Context: an optimization exercise on an open-source flow, tuned for small area, a short achievable clock period and few clock cycles. The choices shown serve that exercise and are no tape-out recipe. Only simulation tests tie the RTL to the original design; equivalence was not proved.

==> inputs of job 2326 <==
Design earliest_finish_server_assign_top, start of the top module:
module earliest_finish_server_assign_top (
    input  logic                           clk,
    input  logic                           rst_n,
    input  logic                           push,
    output logic                           full,
    input  logic [efsa_pkg::MODE_W-1:0]    mode,
    input  logic [efsa_pkg::INDEX_W-1:0]   server_index,
    input  logic [efsa_pkg::AMOUNT_W-1:0]  amount,
    output logic                           empty,
    input  logic                           pop,
    output logic [efsa_pkg::INDEX_W-1:0]   assigned_server,
    output logic [efsa_pkg::TIME_W-1:0]    server_finish,
    output logic [efsa_pkg::TIME_W-1:0]    makespan,
    output logic                           saturated,
    input  logic                           cfg_valid,
    output logic                           cfg_ready,
    input  logic [efsa_pkg::CFG_W-1:0]     num_servers
);
Settings: LEC_CHECK=0, ABC_AREA=1, CAP_MARGIN=20, CORE_MARGIN=2, CORE_UTILIZATION=55, SETUP_SLACK_MARGIN=4.5, SLEW_MARGIN=20; clock period 9.0 ns.
run.sh (not shown) runs the stock make flow with config.mk's settings and CLKGATE_MAP_FILE= SYNTH_SCRIPT=/design/flow/synth_recipe.tcl, a recipe that flattens the netlist after the stock synthesis.
==> inputs of job 5217, as changes to job 2326 <==
--- a/flow/design.v
+++ b/flow/design.v
@@ -172,25 +172,23 @@
     logic [PW-1:0]              prod_reg;       
     logic [AW-1:0]              pamt_reg;       
     logic [AW+1:0]              pamt3_reg;      
     logic [HW:0]                hi1_reg;        
     logic [2:0]                 fw_reg;         
-    logic                       f0_valid, f1_valid, f2_valid;
-    logic [MW-1:0]              f0_mode, f1_mode, f2_mode;
-    logic [SW-1:0]              f0_idx, f1_idx, f2_idx;
-    logic [AW-1:0]              f0_amt, f1_amt, f2_amt;
+    logic                       f0_valid, f1_valid;
+    logic [MW-1:0]              f0_mode, f1_mode;
+    logic [SW-1:0]              f0_idx, f1_idx;
+    logic [AW-1:0]              f0_amt, f1_amt;
     logic                       res_valid;
     logic [SW-1:0]              res_srv;
     logic [TW-1:0]              res_fin;
     logic                       res_sat;
     logic [CW-1:0] n_eff;
     logic          resorting;
     logic          res_ok;
     logic          exec;
     logic          mv1;
-    logic          f1_free;
-    logic [AW-1:0] f1_amt_next;
     logic          acc;
     logic          is_load, is_job, is_clear;
     logic          do_job, do_load, do_clear, do_step, do_ins;
     assign n_eff     = efsa_pkg::servers_in_use(cfg_reg);
     assign resorting = !l_done[0];
@@ -203,14 +201,12 @@
     assign do_load   = exec && is_load;
     assign do_clear  = exec && is_clear;
     assign do_step   = resorting && !do_clear && !cfg_valid;
     assign do_ins    = (do_job && !cfg_valid) || do_step;
     assign mv1       = f1_valid && (!f0_valid || exec);
-    assign f1_free   = !f1_valid || mv1;
-    assign full      = f2_valid;
-    assign acc       = push && !f2_valid;
-    assign f1_amt_next = f1_free ? (f2_valid ? f2_amt : amount) : f1_amt;
+    assign full      = f1_valid && !mv1;
+    assign acc       = push && !full;
     assign cfg_ready = 1'b1;
     assign empty     = !res_valid;
     logic [SW-1:0] c;
     logic [TW-1:0] h;
     logic [PW-1:0] p;
@@ -244,11 +240,11 @@
             r_hi   = ltne(40'(l_fin[j+1][TW-1:HW]), 40'(h[TW-1:HW]), 0, HW);
             lt0    = r_hi[1] && r_hi[0];
             eq0    = !r_hi[0];
             eq1    = (l_fin[j+1][TW-1:HW] == h_hi1[HW-1:0]);
             lt_lo  = lt_w(40'({l_fin[j+1][HW-1:0], l_idx[j+1]}), 40'({s_lo[HW-1:0], c}), HW + SW);
-            fin_lt = sat ? (!(eq0 && (&l_fin[j+1][HW-1:0])) || idx_lt)
+            fin_lt = sat ? (!(&l_fin[j+1]) || idx_lt)
                          : cy ? (eq0 || (eq1 && lt_lo)) : (lt0 || (eq0 && lt_lo));
             same_in  = (l_inact[j+1] == k_inact);
             same_pl  = (l_pl[j+1] == k_pl);
             force1   = !l_done[j+1]
                     || (!same_in && !l_inact[j+1])
@@ -318,14 +314,14 @@
     end
     logic          nf0_job;
     logic [AW-1:0] pamt_next;
     assign nf0_job   = nf0_new ? (f1_valid && f1_mode == efsa_pkg::OP_JOB) : (f0_valid && is_job);
     assign pamt_next = (nf0_job && !done_next0) ? (nf0_new ? f1_amt : f0_amt)
-                                                : f1_amt_next;
+                                                : (acc ? amount : f1_amt);
     logic [AW+1:0] pamt3_next;
     assign pamt3_next = (nf0_job && !done_next0) ? (nf0_new ? times3(f1_amt) : times3(f0_amt))
-                                                 : times3(f1_amt_next);
+                                                 : (acc ? times3(amount) : times3(f1_amt));
     logic [HW:0] hi1_next, hi1_shift;
     logic [HW-1:0] hi_shift;
     assign hi_shift  = l_pl[1] ? l_fin[1][TW-1:HW] : '0;
     assign hi1_shift = {1'b0, hi_shift} + (HW + 1)'(1);
     assign hi1_next  = take_next[0] ? hi1_shift
@@ -337,11 +333,10 @@
         begin
             cfg_reg     <= efsa_pkg::CFG_W'(NS);
             longest_reg <= '0;
             f0_valid    <= 1'b0;
             f1_valid    <= 1'b0;
-            f2_valid    <= 1'b0;
             res_valid   <= 1'b0;
             fw_reg      <= '0;
             l_fin0      <= '0;
             hi1_reg     <= (HW + 1)'(1);
             for (int j = 0; j < NS; j++)
@@ -357,19 +352,11 @@
             if (cfg_valid)
                 cfg_reg <= num_servers;
             fw_reg <= fw_next;
             if (exec || !f0_valid)
                 f0_valid <= f1_valid;
-            if (f1_free)
-            begin
-                f1_valid <= f2_valid || acc;
-                f2_valid <= 1'b0;
-            end
-            else if (acc)
-            begin
-                f2_valid <= 1'b1;
-            end
+            f1_valid <= acc || (f1_valid && !mv1);
             if (exec)
                 res_valid <= 1'b1;
             else if (pop)
                 res_valid <= 1'b0;
             if (do_clear)
@@ -436,28 +423,16 @@
         begin
             f0_mode <= f1_mode;
             f0_idx  <= f1_idx;
             f0_amt  <= f1_amt;
         end
-        if (f1_free && f2_valid)
-        begin
-            f1_mode <= f2_mode;
-            f1_idx  <= f2_idx;
-            f1_amt  <= f2_amt;
-        end
-        else if (f1_free && acc)
+        if (acc)
         begin
             f1_mode <= mode;
             f1_idx  <= server_index;
             f1_amt  <= amount;
         end
-        if (!f2_valid)
-        begin
-            f2_mode <= mode;
-            f2_idx  <= server_index;
-            f2_amt  <= amount;
-        end
         if (exec)
         begin
             res_srv <= do_job ? c : '0;
             res_fin <= do_job ? fin_new : '0;
             res_sat <= do_job && sat;
Settings changed: CORE_UTILIZATION 55 to 40, SETUP_SLACK_MARGIN 4.5 to 2.5.
==> inputs of job 7536, as changes to job 2326 <==
--- a/flow/design.v
+++ b/flow/design.v
@@ -172,25 +172,23 @@
     logic [PW-1:0]              prod_reg;       
     logic [AW-1:0]              pamt_reg;       
     logic [AW+1:0]              pamt3_reg;      
     logic [HW:0]                hi1_reg;        
     logic [2:0]                 fw_reg;         
-    logic                       f0_valid, f1_valid, f2_valid;
-    logic [MW-1:0]              f0_mode, f1_mode, f2_mode;
-    logic [SW-1:0]              f0_idx, f1_idx, f2_idx;
-    logic [AW-1:0]              f0_amt, f1_amt, f2_amt;
+    logic                       f0_valid, f1_valid;
+    logic [MW-1:0]              f0_mode, f1_mode;
+    logic [SW-1:0]              f0_idx, f1_idx;
+    logic [AW-1:0]              f0_amt, f1_amt;
     logic                       res_valid;
     logic [SW-1:0]              res_srv;
     logic [TW-1:0]              res_fin;
     logic                       res_sat;
     logic [CW-1:0] n_eff;
     logic          resorting;
     logic          res_ok;
     logic          exec;
     logic          mv1;
-    logic          f1_free;
-    logic [AW-1:0] f1_amt_next;
     logic          acc;
     logic          is_load, is_job, is_clear;
     logic          do_job, do_load, do_clear, do_step, do_ins;
     assign n_eff     = efsa_pkg::servers_in_use(cfg_reg);
     assign resorting = !l_done[0];
@@ -203,14 +201,12 @@
     assign do_load   = exec && is_load;
     assign do_clear  = exec && is_clear;
     assign do_step   = resorting && !do_clear && !cfg_valid;
     assign do_ins    = (do_job && !cfg_valid) || do_step;
     assign mv1       = f1_valid && (!f0_valid || exec);
-    assign f1_free   = !f1_valid || mv1;
-    assign full      = f2_valid;
-    assign acc       = push && !f2_valid;
-    assign f1_amt_next = f1_free ? (f2_valid ? f2_amt : amount) : f1_amt;
+    assign full      = f1_valid && f0_valid && ((res_valid && !pop) || (is_job && resorting));
+    assign acc       = push && !full;
     assign cfg_ready = 1'b1;
     assign empty     = !res_valid;
     logic [SW-1:0] c;
     logic [TW-1:0] h;
     logic [PW-1:0] p;
@@ -318,14 +314,14 @@
     end
     logic          nf0_job;
     logic [AW-1:0] pamt_next;
     assign nf0_job   = nf0_new ? (f1_valid && f1_mode == efsa_pkg::OP_JOB) : (f0_valid && is_job);
     assign pamt_next = (nf0_job && !done_next0) ? (nf0_new ? f1_amt : f0_amt)
-                                                : f1_amt_next;
+                                                : (acc ? amount : f1_amt);
     logic [AW+1:0] pamt3_next;
     assign pamt3_next = (nf0_job && !done_next0) ? (nf0_new ? times3(f1_amt) : times3(f0_amt))
-                                                 : times3(f1_amt_next);
+                                                 : (acc ? times3(amount) : times3(f1_amt));
     logic [HW:0] hi1_next, hi1_shift;
     logic [HW-1:0] hi_shift;
     assign hi_shift  = l_pl[1] ? l_fin[1][TW-1:HW] : '0;
     assign hi1_shift = {1'b0, hi_shift} + (HW + 1)'(1);
     assign hi1_next  = take_next[0] ? hi1_shift
@@ -337,11 +333,10 @@
         begin
             cfg_reg     <= efsa_pkg::CFG_W'(NS);
             longest_reg <= '0;
             f0_valid    <= 1'b0;
             f1_valid    <= 1'b0;
-            f2_valid    <= 1'b0;
             res_valid   <= 1'b0;
             fw_reg      <= '0;
             l_fin0      <= '0;
             hi1_reg     <= (HW + 1)'(1);
             for (int j = 0; j < NS; j++)
@@ -357,19 +352,11 @@
             if (cfg_valid)
                 cfg_reg <= num_servers;
             fw_reg <= fw_next;
             if (exec || !f0_valid)
                 f0_valid <= f1_valid;
-            if (f1_free)
-            begin
-                f1_valid <= f2_valid || acc;
-                f2_valid <= 1'b0;
-            end
-            else if (acc)
-            begin
-                f2_valid <= 1'b1;
-            end
+            f1_valid <= acc || (f1_valid && !mv1);
             if (exec)
                 res_valid <= 1'b1;
             else if (pop)
                 res_valid <= 1'b0;
             if (do_clear)
@@ -436,28 +423,16 @@
         begin
             f0_mode <= f1_mode;
             f0_idx  <= f1_idx;
             f0_amt  <= f1_amt;
         end
-        if (f1_free && f2_valid)
-        begin
-            f1_mode <= f2_mode;
-            f1_idx  <= f2_idx;
-            f1_amt  <= f2_amt;
-        end
-        else if (f1_free && acc)
+        if (acc)
         begin
             f1_mode <= mode;
             f1_idx  <= server_index;
             f1_amt  <= amount;
         end
-        if (!f2_valid)
-        begin
-            f2_mode <= mode;
-            f2_idx  <= server_index;
-            f2_amt  <= amount;
-        end
         if (exec)
         begin
             res_srv <= do_job ? c : '0;
             res_fin <= do_job ? fin_new : '0;
             res_sat <= do_job && sat;
Settings changed: SETUP_SLACK_MARGIN 4.5 to 3.5.
==> notes.md <==
metric                                                           job 7536    job 2326         job 5217
Area grow syn2layout                                               9.167%      14.94%           10.20%
Xor and xnor fraction of the mapped netlist area                  0.04929     0.04398          0.04977
Cell repeated most along the worst path                             inv_1           -           nor2_1
Status                                   no timing/DRC/antenna violations  no timing/DRC/antenna violations  no timing/DRC/antenna violations
Startpoint of the lowest-slack register-to-register path       f0_mode[0]  f0_mode[0]        l_fin0[5]
Layout cells sized above 1                                        0.07320      0.1067          0.06961
WP data required                                                  7.20 ns     9.67 ns          7.20 ns
Critical Path Slowest Stage Cell                          clkdlybuf4s50_1        fa_1  clkdlybuf4s50_1
Setup repair after global routing missed its margin                  true        true            false
Total instance count after detailed placement                        9690        9670            10591
Pin count of the biggest net entering global routing                  124         122              133
Total nets after synthesis                                           8610        8590             8854
GR Layer Usage met2                                                0.6116      0.6295           0.4916
Peak fanout along the critical path                                    13           7               26
Instance area at placement                                     65740 um^2  66380 um^2       68090 um^2
1st-pass router iterations                                              6           8               10
Buffers plus inverters on the worst setup path                          5           4                6
M1 wire length                                                   95890 um    98860 um        105400 um
Gp weighted congestion                                             0.9982      0.9758           0.9908
CP startpoint kind                                             input port        flop       input port
Footprint of the multi-input gates                             32690 um^2  34630 um^2       33750 um^2
Testbench counts of job 2326, summed over its fixed seeds: cycles 6,064.
Testbench counts of job 5217, summed over its fixed seeds: cycles 6,064.
Testbench counts of job 7536, summed over its fixed seeds: cycles 6,064.

-- re-timing with driven ports --
The results above use ideal ports. As a check the final layouts listed here were re-extracted and re-timed, cells and wires unchanged. Step 1 sets driving cells, clkbuf_16 on the clock port and buf_2 on the other inputs (assumed; they add their load-dependent delay and slew). Step 2 moves the port delays by t, midway between the first and last clock arrival at a register: inputs arrive t later, outputs are due t later. That takes back most of the time a late clock gives input paths. Three values: no drivers, after step 1, after step 2; two values: the first two.
run | t (ns) | slack for setup (ns) | worst hold slack (ns) | latest minus earliest clock arrival (ns) | worst data-port slew with drivers (ns)
job 2326 | 0.815 | 4.288 / 4.288 / 3.977 | 0.468 / 0.468 / 0.468 | 0.019 / 0.020 | 0.06
job 5217 | 0.834 | 2.823 / 2.800 / 2.615 | 0.471 / 0.471 / 0.471 | 0.096 / 0.096 | 0.07
job 7536 | 0.809 | 3.536 / 3.508 / 3.089 | 0.476 / 0.476 / 0.476 | 0.063 / 0.063 | 0.07
After both steps setup and hold are still met in every run listed. For job 7536, which loses most, drivers alone change the setup slack by -0.028 ns; drivers and shift together by -0.447 ns.
